From an optimization exercise on the open Yosys and OpenROAD flow, aimed at small area, a short achievable clock period and few clock cycles per item; shortcuts taken in it are not production practice.
The RTL was checked by simulation tests, not by an equivalence proof against the original design.

## red
## gregorian_day_number_convert_top
module gregorian_day_number_convert_top (
    input  logic         clk,
    input  logic         rst_n,
    input  logic         req_valid,
    output logic         req_ready,
    input  logic         req_type,
    input  logic [13:0]  year_in,
    input  logic [3:0]   month_in,
    input  logic [4:0]   day_in,
    input  logic [21:0]  number_in,
    output logic         rsp_valid,
    input  logic         rsp_ready,
    output logic [21:0]  number_out,
    output logic [13:0]  year_out,
    output logic [3:0]   month_out,
    output logic [4:0]   day_out,
    output logic         range_error
);
For scale: roughly 1,500 cells after synthesis.
Settings: LEC_CHECK=0, CAP_MARGIN=20, CORE_MARGIN=2, CORE_UTILIZATION=60, CTS_BUF_LIST=sky130_fd_sc_hd__clkbuf_4 sky130_fd_sc_hd__clkbuf_8, CTS_CLUSTER_SIZE=40, PLACE_DENSITY=0.75, SETUP_SLACK_MARGIN=4.2, SLEW_MARGIN=20; clock period 9.0 ns.
run.sh (not shown) runs the stock make flow with config.mk's settings and CLKGATE_MAP_FILE= SYNTH_SCRIPT=/design/flow/synth_recipe.tcl, a recipe that flattens the netlist after the stock synthesis.
Both conditions hold for red: the flow ran to the end and the final layout passed the timing, DRC and antenna checks.
Testbench counts of red, summed over its fixed seeds: cycles 12,040, items 12,000.
Input-level comparison between blue and red:
diff --git a/flow/config.mk b/flow/config.mk
--- a/flow/config.mk
+++ b/flow/config.mk
@@ -7,0 +8 @@
+export ABC_AREA = 1
@@ -11,2 +11,0 @@
-export CTS_BUF_LIST = sky130_fd_sc_hd__clkbuf_4 sky130_fd_sc_hd__clkbuf_8
-export CTS_CLUSTER_SIZE = 40
--- outcome ---
- Per the comparison of blue with red, wire length of the first global-routing pass has increased, final area higher.
- blue completed end to end with timing, DRC and antenna clean.
- red vs blue, endpoint of the worst setup timing path: s2_y_reg[10] vs req_ready
- red → blue: minimum setup slack after placement went up; xor-xnor portion of the synthesized cell area shows a reduction of 2.5 points; setup slack has decreased.
Inputs modified between blue and green:
diff --git a/flow/config.mk b/flow/config.mk
--- a/flow/config.mk
+++ b/flow/config.mk
@@ -8 +7,0 @@
-export ABC_AREA = 1
@@ -11,0 +11,2 @@
+export CTS_BUF_LIST = sky130_fd_sc_hd__clkbuf_4 sky130_fd_sc_hd__clkbuf_8
+export CTS_CLUSTER_SIZE = 40
@@ -13 +14 @@
-export SETUP_SLACK_MARGIN = 4.2
+export SETUP_SLACK_MARGIN = 4.35
Notes after the runs:
Critical path launch point: rsp_ready -> blue, s1_w_reg[9] -> green
Row count of fill cells added during filler insertion: green lower / blue higher
[green vs blue] total of plain and repair buffers excluding clock buffers: higher in green
green — global router's overall resource usage 1.6 points lower, blue as reference
Measured against green, the die area of blue comes out at 1.05 times the reference value.
In green, the data required time of the worst path came out 2000 ps above the value in blue.
Max freq blue -> green: improved

---

gregorian_day_number_convert_top again, from the RTL that the note above started with.
export LEC_CHECK = 0
export CAP_MARGIN = 20
export CORE_MARGIN = 2
export CORE_UTILIZATION = 60
export PLACE_DENSITY = 0.75
export SETUP_SLACK_MARGIN = 4.0
export SLEW_MARGIN = 20
create_clock -name core_clock -period 9.0 [get_ports {clk}]
Testbench counts at the start, summed over its fixed seeds: cycles 12,040, items 12,000.
Edit:
==> flow/flow/run.sh (new file) <==
#!/bin/bash
# Layout flow: the standard flow, with the half-adder cells added to the don't-use list so that
# synthesis maps only the carry-save trees' full adders to adder cells and abc maps the rest.
set -o pipefail
bash standard.sh "DONT_USE_CELLS=sky130_fd_sc_hd__probe_p_8 sky130_fd_sc_hd__probec_p_8 sky130_fd_sc_hd__lpflow_bleeder_1 sky130_fd_sc_hd__lpflow_clkbufkapwr_1 sky130_fd_sc_hd__lpflow_clkbufkapwr_16 sky130_fd_sc_hd__lpflow_clkbufkapwr_2 sky130_fd_sc_hd__lpflow_clkbufkapwr_4 sky130_fd_sc_hd__lpflow_clkbufkapwr_8 sky130_fd_sc_hd__lpflow_clkinvkapwr_1 sky130_fd_sc_hd__lpflow_clkinvkapwr_16 sky130_fd_sc_hd__lpflow_clkinvkapwr_2 sky130_fd_sc_hd__lpflow_clkinvkapwr_4 sky130_fd_sc_hd__lpflow_clkinvkapwr_8 sky130_fd_sc_hd__lpflow_decapkapwr_12 sky130_fd_sc_hd__lpflow_decapkapwr_3 sky130_fd_sc_hd__lpflow_decapkapwr_4 sky130_fd_sc_hd__lpflow_decapkapwr_6 sky130_fd_sc_hd__lpflow_decapkapwr_8 sky130_fd_sc_hd__lpflow_inputiso0n_1 sky130_fd_sc_hd__lpflow_inputiso0p_1 sky130_fd_sc_hd__lpflow_inputiso1n_1 sky130_fd_sc_hd__lpflow_inputiso1p_1 sky130_fd_sc_hd__lpflow_inputisolatch_1 sky130_fd_sc_hd__lpflow_isobufsrc_1 sky130_fd_sc_hd__lpflow_isobufsrc_16 sky130_fd_sc_hd__lpflow_isobufsrc_2 sky130_fd_sc_hd__lpflow_isobufsrc_4 sky130_fd_sc_hd__lpflow_isobufsrc_8 sky130_fd_sc_hd__lpflow_isobufsrckapwr_16 sky130_fd_sc_hd__lpflow_lsbuf_lh_hl_isowell_tap_1 sky130_fd_sc_hd__lpflow_lsbuf_lh_hl_isowell_tap_2 sky130_fd_sc_hd__lpflow_lsbuf_lh_hl_isowell_tap_4 sky130_fd_sc_hd__lpflow_lsbuf_lh_isowell_4 sky130_fd_sc_hd__lpflow_lsbuf_lh_isowell_tap_1 sky130_fd_sc_hd__lpflow_lsbuf_lh_isowell_tap_2 sky130_fd_sc_hd__lpflow_lsbuf_lh_isowell_tap_4  sky130_fd_sc_hd__ha_1 sky130_fd_sc_hd__ha_2 sky130_fd_sc_hd__ha_4" finish > standard.log 2>&1
==> flow/standard.sh (new file) <==
#!/bin/bash
# synth_recipe.tcl (not shown) runs the flow's synth.tcl, then flattens the netlist and writes it again
# the make line also repeats each setting of config.mk as NAME=value (left out here)
make -C /OpenROAD-flow-scripts/flow DESIGN_CONFIG=/design/flow/config.mk WORK_HOME=/design/flow/orfs CLKGATE_MAP_FILE= SYNTH_SCRIPT=/design/flow/synth_recipe.tcl "${@:-finish}"
--- a/flow/config.mk
+++ b/flow/config.mk
@@ -10,0 +11,2 @@
+export CTS_BUF_LIST = sky130_fd_sc_hd__clkbuf_4 sky130_fd_sc_hd__clkbuf_8
+export CTS_CLUSTER_SIZE = 40
@@ -12 +14 @@
-export SETUP_SLACK_MARGIN = 4.0
+export SETUP_SLACK_MARGIN = 4.2
removed: flow/run.sh
After rerunning:
- synthesized cell count is higher by 1.2%
- utilization is higher by 1.6 points
- clock skew is higher by 0.010 ns
- non-clock buffer count is higher by 55
- clock-buffer cell count is lower by 1
- flip-flop and latch count is unchanged
- worst hold slack gets better by 0.010 ns
Edit:
==> flow/run.sh (new file) <==
#!/bin/bash
# synth_recipe.tcl (not shown) runs the flow's synth.tcl, then flattens the netlist and writes it again
# the make line also repeats each setting of config.mk as NAME=value (left out here)
make -C /OpenROAD-flow-scripts/flow DESIGN_CONFIG=/design/flow/config.mk WORK_HOME=/design/flow/orfs CLKGATE_MAP_FILE= SYNTH_SCRIPT=/design/flow/synth_recipe.tcl finish
--- a/flow/config.mk
+++ b/flow/config.mk
@@ -11,2 +10,0 @@
-export CTS_BUF_LIST = sky130_fd_sc_hd__clkbuf_4 sky130_fd_sc_hd__clkbuf_8
-export CTS_CLUSTER_SIZE = 40
removed: flow/flow/run.sh
removed: flow/standard.sh
Effect: The new run finished clean. Routed wire length barely changes. Global-route usage goes up by 0.13 points. Worst setup slack is better by 0.36 ns. Synthesized area goes up by 3.4%. Worst hold slack is worse by 0.017 ns. Design area goes up by 3.2%. Critical path depth goes down by 5.
Edit:
--- a/flow/config.mk
+++ b/flow/config.mk
@@ -10,2 +10,4 @@
-export CORE_UTILIZATION = 60
-export PLACE_DENSITY = 0.75
+export CORE_UTILIZATION = 75
+export CTS_BUF_LIST = sky130_fd_sc_hd__clkbuf_4 sky130_fd_sc_hd__clkbuf_8
+export CTS_CLUSTER_SIZE = 40
+export PLACE_DENSITY = 0.85
Effect: Non-clock buffer count shrinks by 6; synthesized cell count is unchanged; worst setup slack loses 0.14 ns; synthesized area is unchanged; worst hold slack gains 0.0083 ns; core utilization grows by 16 points; via count grows by a little under a tenth; fmax shrinks by a few percent.

-- what the ideal ports hide --
In the flow no input, the clock included, has a driving cell. The finished layouts below were timed again as built, in two steps.
Step 1 (the two cells are an assumption about what drives the block):
set clk [get_ports {clk}]
set_driving_cell -lib_cell sky130_fd_sc_hd__clkbuf_16 $clk
set_driving_cell -lib_cell sky130_fd_sc_hd__buf_2 [delete_from_list [all_inputs] $clk]
Step 2 times the ports against the registers' clock, not the clock port: input delays grow and output delays shrink by t, the midpoint of the rising clock arrivals with the driver on.
a / b / c = no drivers / after step 1 / after step 2; a / b = the first two.
run	t (ns)	slack for setup (ns)	hold slack, ns	worst setup path after step 2	clock arrival spread, ns
red	0.507	4.322 / 4.322 / 3.869	0.428 / 0.428 / 0.428	input to register	0.018 / 0.018
blue	0.475	4.296 / 4.269 / 4.107	0.422 / 0.422 / 0.422	input to register	0.015 / 0.015
green	0.507	4.443 / 4.443 / 4.041	0.424 / 0.424 / 0.424	input to register	0.016 / 0.016
the first run of note 2	0.471	4.202 / 4.202 / 3.812	0.428 / 0.428 / 0.428	input to register	0.008 / 0.008
the second run of note 2	0.501	3.966 / 3.966 / 3.966	0.439 / 0.439 / 0.439	register to register	0.017 / 0.018
the third run of note 2	0.482	4.327 / 4.327 / 3.944	0.421 / 0.421 / 0.421	input to register	0.010 / 0.011
the fourth run of note 2	0.512	4.191 / 4.191 / 3.816	0.430 / 0.430 / 0.430	input to register	0.015 / 0.015
After both steps setup and hold are still met in every run listed. For red, which loses most, drivers alone change the setup slack by 0.000 ns; drivers and shift together by -0.453 ns.
